Background: an optimization exercise with open tools, aiming at small area, a short achievable clock period and few clock cycles per item. Do not read the settings as production practice.
Function was checked by simulation only, so behaviour that the tests miss may differ from the original.
Power figures rest on the tool's default switching activity, not on a simulated workload.

Setup of 07-14:
## input_event_state_tracker
module input_event_state_tracker #(
  parameter int KEY_COUNT    = 256,
  parameter int BUTTON_COUNT = 8
) (
  input  logic                            clk,
  input  logic                            rst,
  input  logic                            cfg_we,
  input  logic [iest_pkg::CFG_IDX_W-1:0]  cfg_index,
  input  logic [iest_pkg::CFG_DATA_W-1:0] cfg_data,
  input  logic                            evt_in_valid,
  output logic                            evt_in_ready,
  input  logic [1:0]                      evt_in_device,
  input  logic [2:0]                      evt_in_kind,
  input  logic [7:0]                      evt_in_key_code,
  input  logic [2:0]                      evt_in_button_index,
  input  logic signed [15:0]              evt_in_pos_x,
  input  logic signed [15:0]              evt_in_pos_y,
  output logic                            evt_out_valid,
  input  logic                            evt_out_ready,
  output logic                            evt_out_synthetic,
  output logic [1:0]                      evt_out_device,
  output logic [2:0]                      evt_out_kind,
  output logic [7:0]                      evt_out_key,
  output logic [2:0]                      evt_out_button,
  output logic signed [15:0]              evt_out_cursor_x,
  output logic signed [15:0]              evt_out_cursor_y,
  output logic                            evt_out_last
);
  localparam int NM = iest_pkg::MOD_SLOTS;
  logic [iest_pkg::SIDE_W-1:0] side_codes;
  logic [iest_pkg::VIRT_W-1:0] virt_codes;
  logic [7:0]                  mod_code [NM];
  logic [255:0]   key_map;
  logic [7:0]     btn_map;
  logic [NM-1:0]  mod_dn;
  ...
Settings: LEC_CHECK=0, ABC_CLOCK_PERIOD_IN_PS=2500, CAP_MARGIN=20, CORE_MARGIN=2, CORE_UTILIZATION=60, CTS_CLUSTER_DIAMETER=80, CTS_CLUSTER_SIZE=25, PLACE_DENSITY=0.75, SETUP_SLACK_MARGIN=5, SLEW_MARGIN=20; clock period 8.0 ns.
standard.sh (not shown) runs the stock make flow with config.mk's settings and CLKGATE_MAP_FILE= SYNTH_SCRIPT=/design/flow/synth_recipe.tcl, a recipe that flattens the netlist after the stock synthesis.
==> flow/flow/run.sh <==
#!/bin/bash
set -euo pipefail
MARGIN=${MARGIN:-5.5}
bash standard.sh SETUP_SLACK_MARGIN=$MARGIN \
  "BUFFER_PORTS_ARGS=-buffer_cell sky130_fd_sc_hd__buf_2" finish > standard.log 2>&1
Testbench counts of 07-14, summed over its fixed seeds: cycles 24,365, items 24,000.
Changes in 03-04 relative to 07-14:
--- a/flow/flow/run.sh
+++ b/flow/flow/run.sh
@@ -3 +3 @@
-MARGIN=${MARGIN:-5.5}
+MARGIN=${MARGIN:-5.35}
--- outcome ---
- Across both runs, layout buffering overhead excluding clock cells was lower for 03-04 than for 07-14.
- Portion of the clock cycle consumed by the worst path in the final layout: 07-14 vs 03-04 — no meaningful difference
- In the flow results for 07-14 and 03-04, the sequential power share is smaller on 07-14.
- | maximum frequency | 07-14 vs 03-04 | ≈ equal |
- Comparing 07-14 and 03-04, the higher post-CTS setup buffer count is on 07-14.
- Proportion of cell area occupied by multi-input gates delta (07-14 -> 03-04): insignificant
- Number of nets in the final layout: higher on 07-14
- Via count of the first global-routing pass, 07-14 and 03-04: higher on 07-14

========
Setup of zinc:
input_event_state_tracker, a different RTL version from the one above (not shown whole).
For scale: about 2600 cells after synthesis, roughly 160 I/O pins.
clock: 8.0 ns
lec_check: 0
abc_clock_period_in_ps: 2500
cap_margin: 20
core_margin: 2
core_utilization: 40
place_density: 0.6
setup_slack_margin: 5
slew_margin: 20
==> flow/flow/run.sh <==
#!/bin/bash
set -euo pipefail
MARGIN=${MARGIN:-5.6}
bash standard.sh SETUP_SLACK_MARGIN=$MARGIN finish > standard.log 2>&1
zinc finished all stages; the layout is clean.
Testbench counts of zinc, summed over its fixed seeds: cycles 24,348, items 24,000.
What ember does differently from zinc at the input level:
==> flow/run.sh (new file) <==
#!/bin/bash
# synth_recipe.tcl (not shown) runs the flow's synth.tcl, then flattens the netlist and writes it again
# the make line also repeats each setting of config.mk as NAME=value (left out here)
make -C /OpenROAD-flow-scripts/flow DESIGN_CONFIG=/design/flow/config.mk WORK_HOME=/design/flow/orfs CLKGATE_MAP_FILE= SYNTH_SCRIPT=/design/flow/synth_recipe.tcl finish
removed: flow/flow/run.sh
removed: flow/standard.sh
Findings:
Largest clock skew in the final design on ember is down relative to zinc. zinc and ember ended up with roughly the same leftover overflow at the end of global routing. Compared with zinc, in ember leakage component of the power went down 4.5%, arrival time of the worst setup path fell 0.07 ns, post-route cell area lost 5.1%, post-route minimum period increased 0.0076 ns. A top metal layer carrying routed signals of met4 is what ember shows, while met5 belongs to zinc. Compared with zinc, ember instantiates a smaller number of cells.

========
Another version of the RTL of input_event_state_tracker (not shown whole).
For scale: ~2700 cells after synthesis, ~760 flip-flops, about 160 I/O pins, ~31000 sq um of cells after synthesis.
Settings: LEC_CHECK=0, ABC_CLOCK_PERIOD_IN_PS=2500, CAP_MARGIN=20, CORE_MARGIN=2, CORE_UTILIZATION=60, PLACE_DENSITY=0.75, SETUP_SLACK_MARGIN=5, SLEW_MARGIN=20; clock period 8.0 ns.
==> flow/flow/run.sh <==
#!/bin/bash
set -euo pipefail
MARGIN=${MARGIN:-5.4}
bash standard.sh SETUP_SLACK_MARGIN=$MARGIN finish > standard.log 2>&1
The first run completed without violations.
Testbench counts at the start, summed over its fixed seeds: cycles 24,348, items 24,000.
Rerun with:
Settings changed: CORE_UTILIZATION 60 to 40, PLACE_DENSITY 0.75 to 0.6.
After rerunning:
- The changed run finished clean
- final cell count increases by 8.7%
- total power decreases by 0.61%
- via count decreases by about 0.6%
- design area increases by 1.3%
- clock skew stays flat
- clock power decreases by about 3%

========
Setup of amber:
Another version of the RTL of input_event_state_tracker (not shown whole).
Size in the first run: roughly 2,600 cells after synthesis, ~0.030 mm2 of cells after synthesis.
Design input_event_state_tracker, start of the top module:
module input_event_state_tracker #(
  parameter int KEY_COUNT    = 256,
  parameter int BUTTON_COUNT = 8
) (
  input  logic                            clk,
  input  logic                            rst,
  input  logic                            cfg_we,
  input  logic [iest_pkg::CFG_IDX_W-1:0]  cfg_index,
  input  logic [iest_pkg::CFG_DATA_W-1:0] cfg_data,
  input  logic                            evt_in_valid,
  output logic                            evt_in_ready,
  input  logic [1:0]                      evt_in_device,
  input  logic [2:0]                      evt_in_kind,
  input  logic [7:0]                      evt_in_key_code,
  input  logic [2:0]                      evt_in_button_index,
  input  logic signed [15:0]              evt_in_pos_x,
  input  logic signed [15:0]              evt_in_pos_y,
  output logic                            evt_out_valid,
  input  logic                            evt_out_ready,
  output logic                            evt_out_synthetic,
  output logic [1:0]                      evt_out_device,
  output logic [2:0]                      evt_out_kind,
  output logic [7:0]                      evt_out_key,
  output logic [2:0]                      evt_out_button,
  output logic signed [15:0]              evt_out_cursor_x,
  output logic signed [15:0]              evt_out_cursor_y,
  output logic                            evt_out_last
);
Settings: LEC_CHECK=0, ABC_CLOCK_PERIOD_IN_PS=2500, CAP_MARGIN=20, CORE_MARGIN=2, CORE_UTILIZATION=60, CTS_CLUSTER_DIAMETER=80, CTS_CLUSTER_SIZE=25, PLACE_DENSITY=0.75, SETUP_SLACK_MARGIN=5, SLEW_MARGIN=20; clock period 8.0 ns.
==> flow/flow/run.sh <==
#!/bin/bash
set -euo pipefail
MARGIN=${MARGIN:-5.5}
bash standard.sh SETUP_SLACK_MARGIN=$MARGIN finish > standard.log 2>&1
Testbench counts of amber, summed over its fixed seeds: cycles 24,365, items 24,000.
Modified inputs, violet compared to amber
==> flow/flow/run.sh <==
#!/bin/bash
set -euo pipefail
MARGIN=${MARGIN:-5.65}
bash standard.sh SETUP_SLACK_MARGIN=$MARGIN finish > standard.log 2>&1
## What came out
amber finished every stage and its layout cleared the timing, design-rule and antenna checks. violet: full flow OK, the timing, design-rule and antenna checks passed. Against amber, violet comes in about 13% higher on non-clock buffer count. Placed wire-length estimate after detailed placement for violet: 1200 um down relative to amber. The worst ir drop on vdd reported for violet is smaller than that of amber by 5.5%.

========
run a:
RTL: one of the versions met above, not the one the previous note started from.
Size: about 740 flip-flops, roughly 160 I/O pins, ~30000 sq um of cells after synthesis.
export LEC_CHECK = 0
export ABC_CLOCK_PERIOD_IN_PS = 2500
export CAP_MARGIN = 20
export CORE_MARGIN = 2
export CORE_UTILIZATION = 60
export CTS_CLUSTER_DIAMETER = 80
export CTS_CLUSTER_SIZE = 25
export PLACE_DENSITY = 0.75
export SETUP_SLACK_MARGIN = 5
export SLEW_MARGIN = 20
export TNS_END_PERCENT = 5
create_clock -name core_clock -period 8.0 [get_ports {clk}]
==> flow/flow/run.sh <==
#!/bin/bash
set -euo pipefail
MARGIN=${MARGIN:-5.5}
bash standard.sh SETUP_SLACK_MARGIN=$MARGIN finish > standard.log 2>&1
Testbench counts of run a, summed over its fixed seeds: cycles 24,365, items 24,000.
Here is what was changed in the inputs of run b compared with run a.
==> flow/flow/run.sh <==
#!/bin/bash
set -euo pipefail
MARGIN=${MARGIN:-5.5}
bash standard.sh SETUP_SLACK_MARGIN=$MARGIN \
  "BUFFER_PORTS_ARGS=-buffer_cell sky130_fd_sc_hd__buf_2" finish > standard.log 2>&1
diff --git a/flow/config.mk b/flow/config.mk
--- a/flow/config.mk
+++ b/flow/config.mk
@@ -13,5 +13,4 @@
 export CTS_CLUSTER_SIZE = 25
-export PLACE_DENSITY = 0.75
+export PLACE_DENSITY = 0.85
 export SETUP_SLACK_MARGIN = 5
 export SLEW_MARGIN = 20
-export TNS_END_PERCENT = 5
Run b vs run a: fill cell total of the finished layout down by a few percent
Between run a and run b, the met3 usage figures differ only marginally.
As far as sequential share of the synthesized area goes, run a and run b are indistinguishable; the numbers are identical.
Summary: with run a as the reference, overall power of the completed layout in run b moved up slightly.
On share of final layout cell area taken by non-clock buffers, the lower figure sits with run b, not run a.
When run b is measured against run a, its post-route clock period utilization turns out 0.22 points lower.
Of run b and run a, run a shows the higher layout buffer count excluding clock buffers, with run b below it.
When run b is set beside run a, its via count turns out to be 498 larger.
The standard cell with the maximum stage delay on the critical path comes out nand3b_1 in one run and dfxtp_4 in the other, namely in run a and run b respectively.
Taking run a as the reference, in run b setup slack increased by 18 ps relative to the old numbers; signed area change from the synthesized netlist to the final layout dropped 1.4 points; clock network area share about even.

[static timing again, ports no longer ideal]
No port has a modelled driver above. Below, the same layouts with a new extraction and two added sets of constraints.
Step 1 assumes that a clkbuf_16 drives the clock port and a buf_2 every other input.
Step 2 moves the port delays by t, midway between the first and last clock arrival at a register: inputs arrive t later, outputs are due t later. That takes back most of the time a late clock gives input paths.
a / b / c = no drivers / after step 1 / after step 2; a / b = the first two.
| run | t (ns) | slack for setup (ns) | hold slack, ns |
|---|---|---|---|
| 07-14 | 0.651 | 5.331 / 5.270 / 4.808 | 0.405 / 0.405 / 0.405 |
| 03-04 | 0.637 | 5.334 / 5.274 / 4.738 | 0.419 / 0.419 / 0.419 |
| zinc | 0.682 | 5.062 / 5.062 / 4.546 | 0.312 / 0.312 / 0.312 |
| ember | 0.679 | 5.055 / 5.046 / 4.422 | 0.325 / 0.325 / 0.325 |
| the first run of note 3 | 0.681 | 5.268 / 5.204 / 4.792 | 0.324 / 0.324 / 0.324 |
| the second run of note 3 | 0.676 | 5.229 / 5.166 / 4.774 | 0.325 / 0.325 / 0.325 |
| amber | 0.653 | 5.303 / 5.239 / 4.778 | 0.417 / 0.417 / 0.417 |
| violet | 0.655 | 5.292 / 5.231 / 4.735 | 0.427 / 0.427 / 0.427 |
| run a | 0.654 | 5.278 / 5.267 / 4.664 | 0.429 / 0.429 / 0.429 |
| run b | 0.649 | 5.295 / 5.234 / 4.872 | 0.427 / 0.427 / 0.427 |
After both steps every run listed still meets setup and hold. For ember, which loses most, drivers alone change the setup slack by -0.009 ns; drivers and shift together by -0.633 ns.
